What follows belongs to an exercise in optimizing a design on an open flow for a short achievable clock period and few clock cycles per item; a production flow would make more cautious choices.
The RTL was checked by simulation tests, not by an equivalence proof against the original design.
Power and IR drop assume default switching activity.

<file path="flow/config.mk">
export PLATFORM = sky130hd
export DESIGN_NAME = rsTop
export DESIGN_NICKNAME = rsTop
export VERILOG_FILES = /design/flow/design.v
export SDC_FILE = /design/flow/constraint.sdc
export NUM_CORES = 4
export LEC_CHECK = 0
export CAP_MARGIN = 20
export CORE_MARGIN = 2
export CORE_UTILIZATION = 25
export SLEW_MARGIN = 20
</file>
<file path="flow/constraint.sdc">
create_clock -name core_clock -period 5.0 [get_ports {clk}]
set_input_delay 1.0000 -clock core_clock [delete_from_list [all_inputs] [get_ports {clk}]]
set_output_delay 1.0000 -clock core_clock [all_outputs]
set_load 0.01 [all_outputs]
</file>
<file path="flow/design.v">
package rsPkg;
    localparam int DataWidth = 32;   
    localparam int TagWidth  = 4;    
    localparam int NumEntries = 8;
    localparam int SlotWidth  = $clog2(NumEntries);
    localparam int CreditInit = NumEntries;   
    typedef enum logic [2:0] {
        opAdd = 3'd0,
        opSub = 3'd1,
        opAnd = 3'd2,
        opOr  = 3'd3,
        opXor = 3'd4,
        opShl = 3'd5,   
        opShr = 3'd6,   
        opSlt = 3'd7    
    } rsOp;
endpackage
`timescale 1ns/1ps
import rsPkg::*;
module rsEntry (
    input  logic                 clk,
    input  logic                 reset,
    input  logic                 flush,
    input  logic                 writeEnable,
    input  logic [2:0]                  inOp,
    input  logic [TagWidth-1:0]  inDestTag,
    input  logic [TagWidth-1:0]  inTagA,
    input  logic [TagWidth-1:0]  inTagB,
    input  logic [DataWidth-1:0] inValA,
    input  logic [DataWidth-1:0] inValB,
    input  logic                 resultValid,
    input  logic [TagWidth-1:0]  resultTag,
    input  logic [DataWidth-1:0] resultData,
    input  logic                 issueClear,
    output logic                 busy,
    output logic                 ready,
    output logic [2:0]                  op,
    output logic [TagWidth-1:0]  destTag,
    output logic [DataWidth-1:0] valA,
    output logic [DataWidth-1:0] valB
);
    logic [TagWidth-1:0]  tagA;
    logic [TagWidth-1:0]  tagB;
    logic [DataWidth-1:0] dataA;
    logic [DataWidth-1:0] dataB;
    logic                 hitA;
    logic                 hitB;
    logic                 newHitA;
    logic                 newHitB;
    assign hitA = resultValid && (tagA != '0) && (tagA == resultTag);
    assign hitB = resultValid && (tagB != '0) && (tagB == resultTag);
    assign newHitA = resultValid && (inTagA != '0) && (inTagA == resultTag);
    assign newHitB = resultValid && (inTagB != '0) && (inTagB == resultTag);
    assign ready = busy && ((tagA == '0) || hitA) && ((tagB == '0) || hitB);
    assign valA  = hitA ? resultData : dataA;
    assign valB  = hitB ? resultData : dataB;
    always_ff @(posedge clk) begin
        if (reset || flush) begin
            busy <= 1'b0;
            tagA <= '0;
            tagB <= '0;
        end else if (issueClear) begin
            busy <= 1'b0;   
        end else if (writeEnable) begin
            busy    <= 1'b1;
            op      <= inOp;
            destTag <= inDestTag;
            tagA    <= newHitA ? '0 : inTagA;
            tagB    <= newHitB ? '0 : inTagB;
            dataA   <= newHitA ? resultData : inValA;
            dataB   <= newHitB ? resultData : inValB;
        end else begin
            if (hitA) begin
                tagA  <= '0;
                dataA <= resultData;
            end
            if (hitB) begin
                tagB  <= '0;
                dataB <= resultData;
            end
        end
    end
endmodule
`timescale 1ns/1ps
import rsPkg::*;
module rsDispatch (
    input  logic                  inValid,
    input  logic [NumEntries-1:0] busyVec,
    output logic [NumEntries-1:0] writeEnable
);
    logic [NumEntries-1:0] freeVec;
    logic [NumEntries-1:0] lowestFree;
    assign freeVec = ~busyVec;
    always_comb begin
        logic found;
        found      = 1'b0;
        lowestFree = '0;
        for (int i = 0; i < NumEntries; i++) begin
            if (!found && freeVec[i]) begin
                lowestFree[i] = 1'b1;
                found         = 1'b1;
            end
        end
    end
    assign writeEnable = inValid ? lowestFree : '0;
endmodule
`timescale 1ns/1ps
import rsPkg::*;
module rsIssue (
    input  logic                                  clk,
    input  logic                                  reset,
    input  logic                                  flush,
    input  logic [NumEntries-1:0]                 readyVec,
    input  logic [NumEntries-1:0][2:0]                                opVec,
    input  logic [NumEntries-1:0][TagWidth-1:0]   tagVec,
    input  logic [NumEntries-1:0][DataWidth-1:0]  valAVec,
    input  logic [NumEntries-1:0][DataWidth-1:0]  valBVec,
    output logic [NumEntries-1:0]                 issueClear,
    output logic                                  issueValid,
    output logic [2:0]                                   issueOp,
    output logic [TagWidth-1:0]                   issueTag,
    output logic [DataWidth-1:0]                  issueA,
    output logic [DataWidth-1:0]                  issueB,
    output logic                                  creditReturn
);
    logic [SlotWidth-1:0] selSlot;
    logic                 anyReady;
    always_comb begin
        selSlot  = '0;
        anyReady = 1'b0;
        for (int i = NumEntries - 1; i >= 0; i--) begin
            if (readyVec[i]) begin
                selSlot  = SlotWidth'(i);   
                anyReady = 1'b1;
            end
        end
    end
    always_comb begin
        issueClear = '0;
        if (anyReady) begin
            issueClear[selSlot] = 1'b1;
        end
    end
    always_ff @(posedge clk) begin
        if (reset || flush) begin
            issueValid <= 1'b0;
        end else begin
            issueValid <= anyReady;
        end
    end
    always_ff @(posedge clk) begin
        issueOp  <= opVec[selSlot];
        issueTag <= tagVec[selSlot];
        issueA   <= valAVec[selSlot];
        issueB   <= valBVec[selSlot];
    end
    assign creditReturn = issueValid;
endmodule
`timescale 1ns/1ps
import rsPkg::*;
module rsAlu (
    input  logic                 clk,
    input  logic                 reset,
    input  logic                 flush,
    input  logic                 issueValid,
    input  logic [2:0]                  issueOp,
    input  logic [TagWidth-1:0]  issueTag,
    input  logic [DataWidth-1:0] issueA,
    input  logic [DataWidth-1:0] issueB,
    output logic                 resultValid,
    output logic [TagWidth-1:0]  resultTag,
    output logic [DataWidth-1:0] resultData
);
    logic [DataWidth-1:0] aluOut;
    logic [4:0]           shAmt;
    assign shAmt = issueB[4:0];
    always_comb begin
        case (issueOp)
            opAdd:   aluOut = issueA + issueB;
            opSub:   aluOut = issueA - issueB;
            opAnd:   aluOut = issueA & issueB;
            opOr:    aluOut = issueA | issueB;
            opXor:   aluOut = issueA ^ issueB;
            opShl:   aluOut = issueA << shAmt;
            opShr:   aluOut = issueA >> shAmt;
            opSlt:   aluOut = DataWidth'($signed(issueA) < $signed(issueB));
            default: aluOut = '0;
        endcase
    end
    always_ff @(posedge clk) begin
        if (reset || flush) begin
            resultValid <= 1'b0;   
        end else begin
            resultValid <= issueValid;
        end
        resultTag  <= issueTag;
        resultData <= aluOut;
    end
endmodule
`timescale 1ns/1ps
import rsPkg::*;
module rsTop (
    input  logic                 clk,
    input  logic                 reset,
    input  logic                 flush,
    input  logic                 inValid,
    input  logic [2:0]                  inOp,
    input  logic [TagWidth-1:0]  inDestTag,
    input  logic [TagWidth-1:0]  inTagA,
    input  logic [DataWidth-1:0] inValA,
    input  logic [TagWidth-1:0]  inTagB,
    input  logic [DataWidth-1:0] inValB,
    output logic                 creditReturn,
    output logic                 resultValid,
    output logic [TagWidth-1:0]  resultTag,
    output logic [DataWidth-1:0] resultData
);
    logic [NumEntries-1:0]                busyVec;
    logic [NumEntries-1:0]                readyVec;
    logic [NumEntries-1:0]                writeEnable;
    logic [NumEntries-1:0]                issueClear;
    logic [NumEntries-1:0][2:0]                               opVec;
    logic [NumEntries-1:0][TagWidth-1:0]  tagVec;
    logic [NumEntries-1:0][DataWidth-1:0] valAVec;
    logic [NumEntries-1:0][DataWidth-1:0] valBVec;
    logic                                 issueValid;
    logic [2:0]                                  issueOp;
    logic [TagWidth-1:0]                  issueTag;
    logic [DataWidth-1:0]                 issueA;
    logic [DataWidth-1:0]                 issueB;
    rsDispatch dispatchInst (
        .inValid     (inValid),
        .busyVec     (busyVec),
        .writeEnable (writeEnable)
    );
    for (genvar i = 0; i < NumEntries; i++) begin : gEntry
        rsEntry entryInst (
            .clk         (clk),
            .reset       (reset),
            .flush       (flush),
            .writeEnable (writeEnable[i]),
            .inOp        (inOp),
            .inDestTag   (inDestTag),
            .inTagA      (inTagA),
            .inTagB      (inTagB),
            .inValA      (inValA),
            .inValB      (inValB),
            .resultValid (resultValid),
            .resultTag   (resultTag),
            .resultData  (resultData),
            .issueClear  (issueClear[i]),
            .busy        (busyVec[i]),
            .ready       (readyVec[i]),
            .op          (opVec[i]),
            .destTag     (tagVec[i]),
            .valA        (valAVec[i]),
            .valB        (valBVec[i])
        );
    end
    rsIssue issueInst (
        .clk          (clk),
        .reset        (reset),
        .flush        (flush),
        .readyVec     (readyVec),
        .opVec        (opVec),
        .tagVec       (tagVec),
        .valAVec      (valAVec),
        .valBVec      (valBVec),
        .issueClear   (issueClear),
        .issueValid   (issueValid),
        .issueOp      (issueOp),
        .issueTag     (issueTag),
        .issueA       (issueA),
        .issueB       (issueB),
        .creditReturn (creditReturn)
    );
    rsAlu aluInst (
        .clk         (clk),
        .reset       (reset),
        .flush       (flush),
        .issueValid  (issueValid),
        .issueOp     (issueOp),
        .issueTag    (issueTag),
        .issueA      (issueA),
        .issueB      (issueB),
        .resultValid (resultValid),
        .resultTag   (resultTag),
        .resultData  (resultData)
    );
endmodule
</file>
<file path="flow/run.sh">
#!/bin/bash
# synth_recipe.tcl (not shown) runs the flow's synth.tcl, then flattens the netlist and writes it again
# the make line also repeats each setting of config.mk as NAME=value (left out here)
make -C /OpenROAD-flow-scripts/flow DESIGN_CONFIG=/design/flow/config.mk WORK_HOME=/design/flow/orfs CLKGATE_MAP_FILE= SYNTH_SCRIPT=/design/flow/synth_recipe.tcl finish
</file>
==> qor.csv, run 1 <==
stage;metric;value;unit
timing;tns;0;ns
yosys;synth_top_family_by_area;compound AO/OA/AOI/OAI gates;
worst_setup_path;cpPeakStageDelay;0.53;ns
detailed_routing;vias_per_cell;6.05;
worst_setup_path;start_kind;register;
place;dp.cells;7719;
global_route;grt.overflow.total;0;
finish;multiInputGateArea;24400;um^2
timing;setup_violations;0;
yosys;synth_cells;5403;
global_route;grtUsageTotal;22.3;%
finish;drive_above_1_share;10.7;%
pwr;p_int;12.3;mW
yosys;synth_seq_cells;749;
global_route;antenna_found_initial;35;
clocking;htreeDepth;3;
clocking;clk_latency;0.75;ns
pwr;clockPowerShare;35.0;%
die;ios;121;
timing;tightestPinTransition;1.19;ns
worst_setup_path;path_depth;13;
yosys;synth-adder-area-share;2.74;%
yosys;syn-cell-area;47600;um^2
place;portBuffers;120;
worst_setup_path;cpMostUsedCell;buf_4;
clocking;numClockSinks;749;
worst_setup_path;rr_startpoint;aluInst.resultTag[1];
yosys;synth_compound_area_share;24.7;%
worst_setup_path;critPathMaxFanout;40;
timing;fmax;225;MHz
yosys;synth-simple-area-share;18.3;%
clocking;path_clk_slew;0.06;ns
pwr;ir_worst_vdd;0.267;mV
hold_path;hp-class;register to register;
hold_path;hp-start;issueInst.issueTag[0];
yosys;ys_seq_area_share;43.4;%
timing;finalHoldViolations;0;
clocking;cts_setup_buffers;0;
worst_setup_path;cp_slowest_cell;and2_2;
finish;finalNonFillerCells;7895;
yosys;yosysWarnings;4;
clocking;cts.repair.resized;0;
yosys;ys.flop_type;edfxtp_1;
finish;n_fill_cell;19987;
die;fp.dieH;440;um
clocking;cts_made_buffers;88;
yosys;synth_nets;5589;
finish;nets;5485;
pwr;fin_total_pwr;19.1;mW
worst_setup_path;path_class;register to register;
detailed_routing;drt-wirelength-per-cell;28.5;um
hold_path;hold_end;aluInst.resultTag[0];
worst_setup_path;worst_ep_required_time;5.67;ns
yosys;ys_types;109;
clocking;clock_path_buffers;3;
detailed_routing;vias;47803;
detailed_routing;route.detailed.drc;0;
timing;finalWorstSetupSlack;0.553;ns
pwr;cellLeakagePower;20.0;nW
finish;ff_latch_area;20700;um^2
global_route;grt_pass1_vias;44631;
global_route;grt_pass1_wl;322000;um
worst_setup_path;reg2reg_to;issueInst.issueB[1];
worst_setup_path;crit_chain;buf_4, xnor2_1, nand4_1, o32ai_2, o22ai_1, o211ai_2, and2_2, buf_4, and3_1, a31oi_1, a211o_1, a211oi_1, buf_4;
timing;slew_viol_final;0;
timing;period_needed;4.45;ns
worst_setup_path;cp.arrival;5.12;ns
worst_setup_path;crit_buf_inv;3;
worst_setup_path;cpLargestDelayFamily;compound AO/OA/AOI/OAI gates;
pwr;power_per_cell_area;347;nW/um^2
finish;areaGrowthSynthToFinish;15.5;%
clocking;clockRootBuffer;clkbuf_16;
timing;grt_setup_unrepaired;no;
place;gp_congestion;0.994;
pwr;switchingPower;6.75;mW
flow_run;drv_cap;0;
die;initial_core_util;25.1;%
yosys;async_flop_share;0;%
place;pre_cts_ws;0.527;ns
yosys;synth-xor-area-share;1.12;%
detailed_routing;first_iter_violations;7339;
yosys;synthMuxAreaShare;3.67;%
hold_path;hold_depth;0;
die;fp.coreArea;190000;um^2
worst_setup_path;worstSetupEndpointType;register;
clocking;hold_buffers;0;
die;die_w;440;um
pwr;switching_share;35.4;%
timing;period_share;88.9;%
clocking;cts_tree;yes;
global_route;grt_max_degree;66;
place;dp_hpwl;149000;um
worst_setup_path;ff2ff_setup_slack;0.55;ns
detailed_routing;detail-route-antenna-nets;0;
detailed_routing;totalWireLength;225000;um
yosys;synth_enable_flop_cells;568;
pwr;seqPwrFrac;39.6;%
timing;fin_skew;0.0627;ns
yosys;synth_area_per_cell;8.81;um^2
die;fp-row-count;160;
timing;relSlewSlack;20.2;%
outcome;status;timing/DRC/antenna clean;
die;dieArea;194000;um^2
detailed_routing;dr.pass1.iters;8;
worst_setup_path;r2r_cells;13;
pwr;p_comb_share;25.3;%
[worst max-delay path by stage]
stage / from / end
floorplan: aluInst.resultTag[1] / gEntry[7].entryInst.destTag[0]
global placement: inValid / gEntry[6].entryInst.dataB[7]
detailed placement: inValid / gEntry[6].entryInst.dataB[7]
CTS: aluInst.resultTag[1] / issueInst.issueB[1]
global route: aluInst.resultTag[1] / issueInst.issueB[27]
finish: aluInst.resultTag[1] / issueInst.issueB[1]
[worst reg2reg max path: cells and delay by family, from the launching register on]
kind	cells	cell delay, ns
flip-flops	1	0.34
AND/OR/NAND/NOR	3	1.01
AO/OA/AOI/OAI	6	1.79
XOR/XNOR	1	0.18
buffers and inverters	3	1.09
[sequential cells by signal (all words and copies together), names as in the netlist]
signal and cells:
aluInst.resultData 32, gEntry.entryInst.dataA 256, issueInst.issueB 32, gEntry.entryInst.tagA 32
aluInst.resultTag 4, gEntry.entryInst.tagB 32, issueInst.issueValid 1, issueInst.issueTag 4
issueInst.issueOp 3, gEntry.entryInst.dataB 256, gEntry.entryInst.op 24, issueInst.issueA 32
aluInst.resultValid 1, gEntry.entryInst.busy 8, gEntry.entryInst.destTag 32
[cell usage in the layout, fill, tap and decap left out, types with 17 or more instances in the layout]
cell                n
o21ai_0           110
a32o_1             18
and3_1             58
a22oi_1            34
xnor2_1            45
clkbuf_16          89
a21oi_1           161
a221oi_1           55
o311ai_0           18
nor2_1           1226
nand4_1            18
inv_1             140
a31oi_1            57
nor4_1             40
buf_4             234
a221o_1            51
dfxtp_1           173
clkbuf_1           20
ha_1              101
nand3_1           175
mux4_2             51
nand2_1           237
o22ai_1           602
edfxtp_1          568
nor2b_1            17
a211o_1            37
a22o_1             54
o31a_1             19
and2_1             20
a21o_1             39
a211oi_1           50
nand2b_1           24
o221ai_1          118
nor3_1             98
or3_1              52
a311oi_1           22
clkdlybuf4s50_1   120
mux2i_1            40
a21boi_0           22
[through the flow]
step / cell area, um^2 / hold slack (ns) / utilization (%)
5_1_grt: 55000 / 0.345 / 29.0
4_1_cts: 54900 / 0.331 / 28.9
2_1_floorplan: 47700 / 0.310 / -
3_3_place_gp: 52000 / 0.313 / 27.4
3_5_place_dp: 52000 / 0.316 / 27.4
6_report: 55000 / 0.329 / 29.0
[area by class of cell]
class	instances	share of cell area (%)
diodes	11	0.0501
clock buffers	121	4.49
clock inverters	43	0.844
inverters	143	0.985
multi-input cells	3951	44.5
flip-flops and latches	749	37.6
well taps	2511	5.71
repair buffers	366	5.84
[metal layers]
layer,routed length [um],global-route usage [%]
met1,84700,28.4
met2,96300,33.5
met3,29400,6.71
met4,14200,12.3
met5,171,0
[Yosys cell counts, types with 29 or more instances]
| cell type | count | area [um^2] |
|---|---|---|
| nand2b_1 | 29 | 181 |
| mux2i_1 | 41 | 410 |
| buf_1 | 71 | 267 |
| ha_1 | 101 | 1260 |
| inv_1 | 140 | 526 |
| nor4_1 | 40 | 250 |
| o22ai_1 | 602 | 3770 |
| edfxtp_1 | 568 | 17100 |
| nor2_1 | 1233 | 4630 |
| nand2_1 | 242 | 908 |
| a221o_1 | 51 | 510 |
| a21oi_1 | 176 | 881 |
| xnor2_1 | 45 | 394 |
| a21o_1 | 39 | 293 |
| a22oi_1 | 34 | 255 |
| a22o_1 | 54 | 473 |
| a211o_1 | 37 | 324 |
| and3_1 | 58 | 363 |
| a31oi_1 | 58 | 363 |
| buf_2 | 69 | 345 |
| nand3_1 | 175 | 876 |
| or3_1 | 52 | 325 |
| nor3_1 | 102 | 510 |
| o221ai_1 | 118 | 1030 |
| clkbuf_1 | 399 | 1500 |
| dfxtp_1 | 181 | 3620 |
| a211oi_1 | 50 | 375 |
| mux4_2 | 51 | 1150 |
| o21ai_0 | 110 | 551 |
| a221oi_1 | 55 | 482 |
[cells by family (layout without fill, tap and decap cells)]
family,after synthesis,count (layout)
flip-flops,749,749
other,0,11
buffers and inverters,703,673
AO/OA/AOI/OAI,1653,1653
adder cells (fa/ha/maj),103,103
XOR/XNOR,60,60
multiplexers,107,107
AND/OR/NAND/NOR,2028,2028
[power groups by stage]
stage | Sequential (mW) | Clock [mW] | Combinational (mW)
after detailed placement | 7.67 | 0 | 4.64
after floorplan | 7.45 | 0 | 2.64
after CTS | 7.54 | 6.77 | 4.66
final | 7.56 | 6.69 | 4.84
after global placement | 7.67 | 0 | 4.62
after global routing | 7.59 | 6.98 | 5.03
Testbench counts, summed over its fixed seeds: cycles 4,273, items 3,200.
==> run 2, diff against run 1 <==
==> flow/design.v (replaced) <==
package rsPkg;
    localparam int DataWidth = 32;   
    localparam int TagWidth  = 4;    
    localparam int NumEntries = 8;
    localparam int SlotWidth  = $clog2(NumEntries);
    localparam int CreditInit = NumEntries;   
    typedef enum logic [2:0] {
        opAdd = 3'd0,
        opSub = 3'd1,
        opAnd = 3'd2,
        opOr  = 3'd3,
        opXor = 3'd4,
        opShl = 3'd5,   
        opShr = 3'd6,   
        opSlt = 3'd7    
    } rsOp;
endpackage
`timescale 1ns/1ps
import rsPkg::*;
module rsAlu (
    input  logic [2:0]           op,
    input  logic [DataWidth-1:0] a,
    input  logic [DataWidth-1:0] b,
    output logic [DataWidth-1:0] y
);
    always_comb begin
        case (op)
            opAdd:   y = a + b;
            opSub:   y = a - b;
            opAnd:   y = a & b;
            opOr:    y = a | b;
            opXor:   y = a ^ b;
            opShl:   y = a << b[4:0];
            opShr:   y = a >> b[4:0];
            default: y = DataWidth'($signed(a) < $signed(b));
        endcase
    end
endmodule
`timescale 1ns/1ps
import rsPkg::*;
module rsTop (
    input  logic                 clk,
    input  logic                 reset,
    input  logic                 flush,
    input  logic                 inValid,
    input  logic [2:0]           inOp,
    input  logic [TagWidth-1:0]  inDestTag,
    input  logic [TagWidth-1:0]  inTagA,
    input  logic [DataWidth-1:0] inValA,
    input  logic [TagWidth-1:0]  inTagB,
    input  logic [DataWidth-1:0] inValB,
    output logic                 creditReturn,
    output logic                 resultValid,
    output logic [TagWidth-1:0]  resultTag,
    output logic [DataWidth-1:0] resultData
);
    logic                 exValid;
    logic [2:0]           exOp;
    logic [TagWidth-1:0]  exTag;
    logic                 exFwdA;
    logic                 exFwdB;
    logic [DataWidth-1:0] exValA;
    logic [DataWidth-1:0] exValB;
    logic [DataWidth-1:0] opA;
    logic [DataWidth-1:0] opB;
    logic [DataWidth-1:0] aluOut;
    always_ff @(posedge clk) begin
        if (reset || flush) begin
            exValid <= 1'b0;
        end else begin
            exValid <= inValid;
        end
        exOp   <= inOp;
        exTag  <= inDestTag;
        exFwdA <= (inTagA != '0) && !(resultValid && (resultTag == inTagA));
        exFwdB <= (inTagB != '0) && !(resultValid && (resultTag == inTagB));
        exValA <= (inTagA != '0) ? resultData : inValA;
        exValB <= (inTagB != '0) ? resultData : inValB;
    end
    assign opA = exFwdA ? resultData : exValA;
    assign opB = exFwdB ? resultData : exValB;
    rsAlu aluInst (
        .op (exOp),
        .a  (opA),
        .b  (opB),
        .y  (aluOut)
    );
    always_ff @(posedge clk) begin
        if (reset || flush) begin
            resultValid <= 1'b0;
        end else begin
            resultValid <= exValid;
        end
        resultTag  <= exTag;
        resultData <= aluOut;
    end
    assign creditReturn = exValid;
endmodule
--- a/flow/config.mk
+++ b/flow/config.mk
@@ -5,7 +5,9 @@
 export SDC_FILE = /design/flow/constraint.sdc
 export NUM_CORES = 4
 export LEC_CHECK = 0
+export ABC_CLOCK_PERIOD_IN_PS = 1500
 export CAP_MARGIN = 20
 export CORE_MARGIN = 2
 export CORE_UTILIZATION = 25
+export SETUP_SLACK_MARGIN = 3
 export SLEW_MARGIN = 20
==> run 2 against run 1 <==
- still clean on timing, DRC and antenna
- synthesized cell count shrank 72%
- first-iteration DRC count shrank 78%
- fmax is 22% higher
- clock-buffer cell count down 112
- via count down 72%
- sequential power decreased by 78%
- worst setup slack improved by 0.80 ns
- critical endpoint is now resultData[24]
- highest routed layer is now met4
==> qor.csv, run 2 <==
stage;metric;value;unit
outcome;status;timing/DRC/antenna clean;
detailed_routing;totalWireLength;62300;um
finish;utilization;38.2;%
worst_setup_path;cp_slowest_cell;dfxtp_4;
worst_setup_path;cp.arrival;3.96;ns
worst_setup_path;worstSetupEndpointType;register;
finish;layout_common_cells;157 x buf_4, 126 x nand2_1, 111 x mux2i_1, 111 x nor2_1, 85 x a21oi_1;
timing;fmax;274;MHz
place;gp_congestion;1.01;
yosys;synthTopCellsByArea;dfxtp_1 19%, mux2i_1 13%, ha_1 11%, mux2_2 7.1%, a21oi_1 4.2%;
pwr;power_per_cell_area;749;nW/um^2
yosys;synth_area_per_cell;7.85;um^2
timing;tightestPinTransition;0.939;ns
yosys;synth_compound_area_share;24.7;%
yosys;synth.most_common_cell;mux2i_1;
worst_setup_path;critPathMaxFanout;3;
finish;finalNonFillerCells;2377;
global_route;grtUsageTotal;24.4;%
finish;drive_above_1_share;35.4;%
yosys;synth_top_family_by_area;compound AO/OA/AOI/OAI gates;
timing;fin_skew;0.0330;ns
yosys;synth_enable_flop_cells;0;
global_route;antenna_found_initial;1;
yosys;ys_types;82;
worst_setup_path;crit_chain;buf_6, mux2i_4, ha_2, inv_2, fa_2, nor2b_4, o221ai_4, a21oi_2, o211ai_1, nand4b_1, a211o_1, a2111oi_4, a22oi_1, o21bai_1;
die;fp.dieH;222;um
yosys;ys.flop_type;dfxtp_1;
yosys;synth_commonest_cells;154 x mux2i_1, 128 x nand2_1, 117 x nor2_1, 111 x dfxtp_1, 105 x ha_1;
detailed_routing;vias;13615;
finish;areaGrowthSynthToFinish;50.3;%
yosys;synth-adder-area-share;11.4;%
yosys;synth_nets;1698;
yosys;synth_seq_cells;111;
clocking;numClockSinks;111;
die;ios;121;
clocking;cts_made_buffers;9;
yosys;synthMuxAreaShare;21.4;%
worst_setup_path;path_class;register to register;
yosys;syn-cell-area;11800;um^2
yosys;synth-xor-area-share;2.07;%
worst_setup_path;start_kind;register;
yosys;synth_cells;1508;
detailed_routing;drt-wirelength-per-cell;26.2;um
finish;reg_top3;exValA x32, exValB x32, resultData x32;
place;portBuffers;120;
clocking;clk_latency;0.43;ns
die;die_w;222;um
timing;relSlewSlack;37.3;%
yosys;synth_area_leader_cell;dfxtp_1;
global_route;grt_max_degree;52;
pwr;cellLeakagePower;7.56;nW
global_route;grt_pass1_vias;13040;
yosys;async_flop_share;0;%
worst_setup_path;cpPeakStageDelay;0.42;ns
timing;finalHoldViolations;0;
detailed_routing;route.detailed.drc;0;
place;dp_hpwl;43000;um
detailed_routing;dr.pass1.iters;19;
pwr;fin_total_pwr;13.3;mW
die;fp-row-count;79;
timing;slew_viol_final;0;
global_route;grt_pass1_wl;88800;um
clocking;htreeDepth;3;
worst_setup_path;worst_ep_required_time;5.31;ns
timing;period_needed;3.64;ns
timing;period_share;72.9;%
yosys;yosysWarnings;2;
hold_path;hp-class;register to register;
flow_run;drv_cap;0;
yosys;synth-simple-area-share;14.5;%
die;dieArea;49100;um^2
clocking;cts_tree;yes;
clocking;clock_path_buffers;2;
finish;nets;1953;
die;fp.coreArea;46700;um^2
place;dp.cells;2182;
detailed_routing;vias_per_cell;5.73;
yosys;synth_top_area_share;18.8;%
global_route;grt.overflow.total;0;
timing;setup_violations;0;
clocking;clockRootBuffer;clkbuf_16;
detailed_routing;first_iter_violations;1648;
pwr;ir_worst_vdd;0.236;mV
yosys;ys_seq_area_share;18.8;%
clocking;path_clk_slew;0.11;ns
finish;final_common_cell;buf_4;
die;initial_core_util;25.4;%
timing;grt_setup_unrepaired;yes;
timing;tns;0;ns
detailed_routing;detail-route-antenna-nets;0;
[run 2: changes by cell type in the layout (fill, tap and decap cells not counted), moves of 59 or more]
cell / before / now
o221ai_1: 118 / 13
o22ai_1: 602 / 21
nor2_1: 1226 / 111
mux2i_1: 40 / 111
buf_6: 0 / 69
buf_4: 234 / 157
edfxtp_1: 568 / 0
a21oi_1: 161 / 85
dfxtp_1: 173 / 71
nand3_1: 175 / 32
nand2_1: 237 / 126
clkbuf_16: 89 / 9
mux2_4: 2 / 61
nor3_1: 98 / 22
[run 2: through the flow]
stage / hold slack (ns) / worst slack [ns] / area, um^2
finish: 0.329 / 1.36 / 17800
detailed placement: 0.312 / 0.576 / 14100
global route: 0.337 / 1.31 / 17800
floorplan: 0.310 / 1.32 / 12400
global placement: 0.313 / 0.598 / 14100
CTS: 0.330 / 1.44 / 17100
[run 2: cell type report]
| type | count | area (um^2) |
|---|---|---|
| antenna | 2 | 5.00 |
| clock buffer | 9 | 225 |
| clock inverter | 7 | 72.6 |
| fill | 4758 | 28900 |
| inverter | 101 | 394 |
| multi-input combinational | 1189 | 10400 |
| sequential | 111 | 2360 |
| tap | 607 | 759 |
| timing repair buffer | 351 | 3600 |
[run 2: cells by family (layout without fill, tap and decap cells)]
kind of cell / count (synthesis) / after routing
AO/OA/AOI/OAI: 439 / 439
AND/OR/NAND/NOR: 378 / 378
multiplexers: 237 / 237
buffers and inverters: 208 / 468
flip-flops: 111 / 111
adder cells (fa/ha/maj): 107 / 107
XOR/XNOR: 28 / 28
other: 0 / 2
[run 2: worst paths after layout]
path                  from  slack [ns]             end  cells after the start
hold reg to reg   exTag[3]        0.33    resultTag[3]                      0
setup reg to reg    exFwdA        1.36  resultData[24]                     14
hold / removal    exTag[3]        0.33    resultTag[3]                      0
setup / recovery    exFwdA        1.36  resultData[24]                     14
[run 2: metal layers]
layer | vias up | routed length, um | GRT usage [%]
met5 | - | 0 | 0
met4 | 0 | 3710 | 12.3
met3 | 186 | 6070 | 5.79
met2 | 813 | 27600 | 38.1
met1 | 6580 | 25000 | 31.3
li1 | 6036 | - | -
[run 2: critical path, delay by kind of cell (launching register included)]
family	cells	cell delay, ns
flip-flops	1	0.42
adder cells (fa/ha/maj)	2	0.57
AO/OA/AOI/OAI	7	1.66
multiplexers	1	0.25
AND/OR/NAND/NOR	2	0.44
buffers and inverters	2	0.20
[run 2: repair_timing]
action                                  in CTS  in global routing
gates cloned                                12                  0
endpoints found under the setup margin     136                 90
buffers inserted                           126                 39
resized for setup                          514                110
pin swaps                                   66                 60
hold buffers                                 0                  0
[run 2: report_power, final]
group	internal (mW)	switching (mW)	total, mW
Sequential	1.31	0.336	1.65
Clock	0.357	0.446	0.803
Combinational	4.62	6.27	10.9
Total	6.29	7.05	13.3
Testbench counts of run 2, summed over its fixed seeds: cycles 3,216, items 3,200.

## afterwards: timing with drivers on the ports
The results above use ideal ports. As a check the final layouts listed here were re-extracted and re-timed, cells and wires unchanged. Step 1 sets driving cells, clkbuf_16 on the clock port and buf_2 on the other inputs (assumed; they add their load-dependent delay and slew). Step 2 times the ports against the registers' clock, not the clock port: input delays grow and output delays shrink by t, the midpoint of the rising clock arrivals with the driver on. Slacks: ideal ports / drivers / drivers and shift; pairs: ideal ports / drivers.
| run | t (ns) | slack for setup (ns) | worst hold slack (ns) | clock arrival spread, ns |
|---|---|---|---|---|
| run 1 | 0.800 | 0.553 / 0.553 / 0.351 | 0.329 / 0.329 / 0.329 | 0.064 / 0.064 |
| run 2 | 0.465 | 1.357 / 1.357 / 1.357 | 0.329 / 0.329 / 0.329 | 0.033 / 0.033 |
After both steps every run listed still meets setup and hold. The setup slack of run 1, which loses most, moves by 0.000 ns with the drivers and by -0.202 ns with both steps.
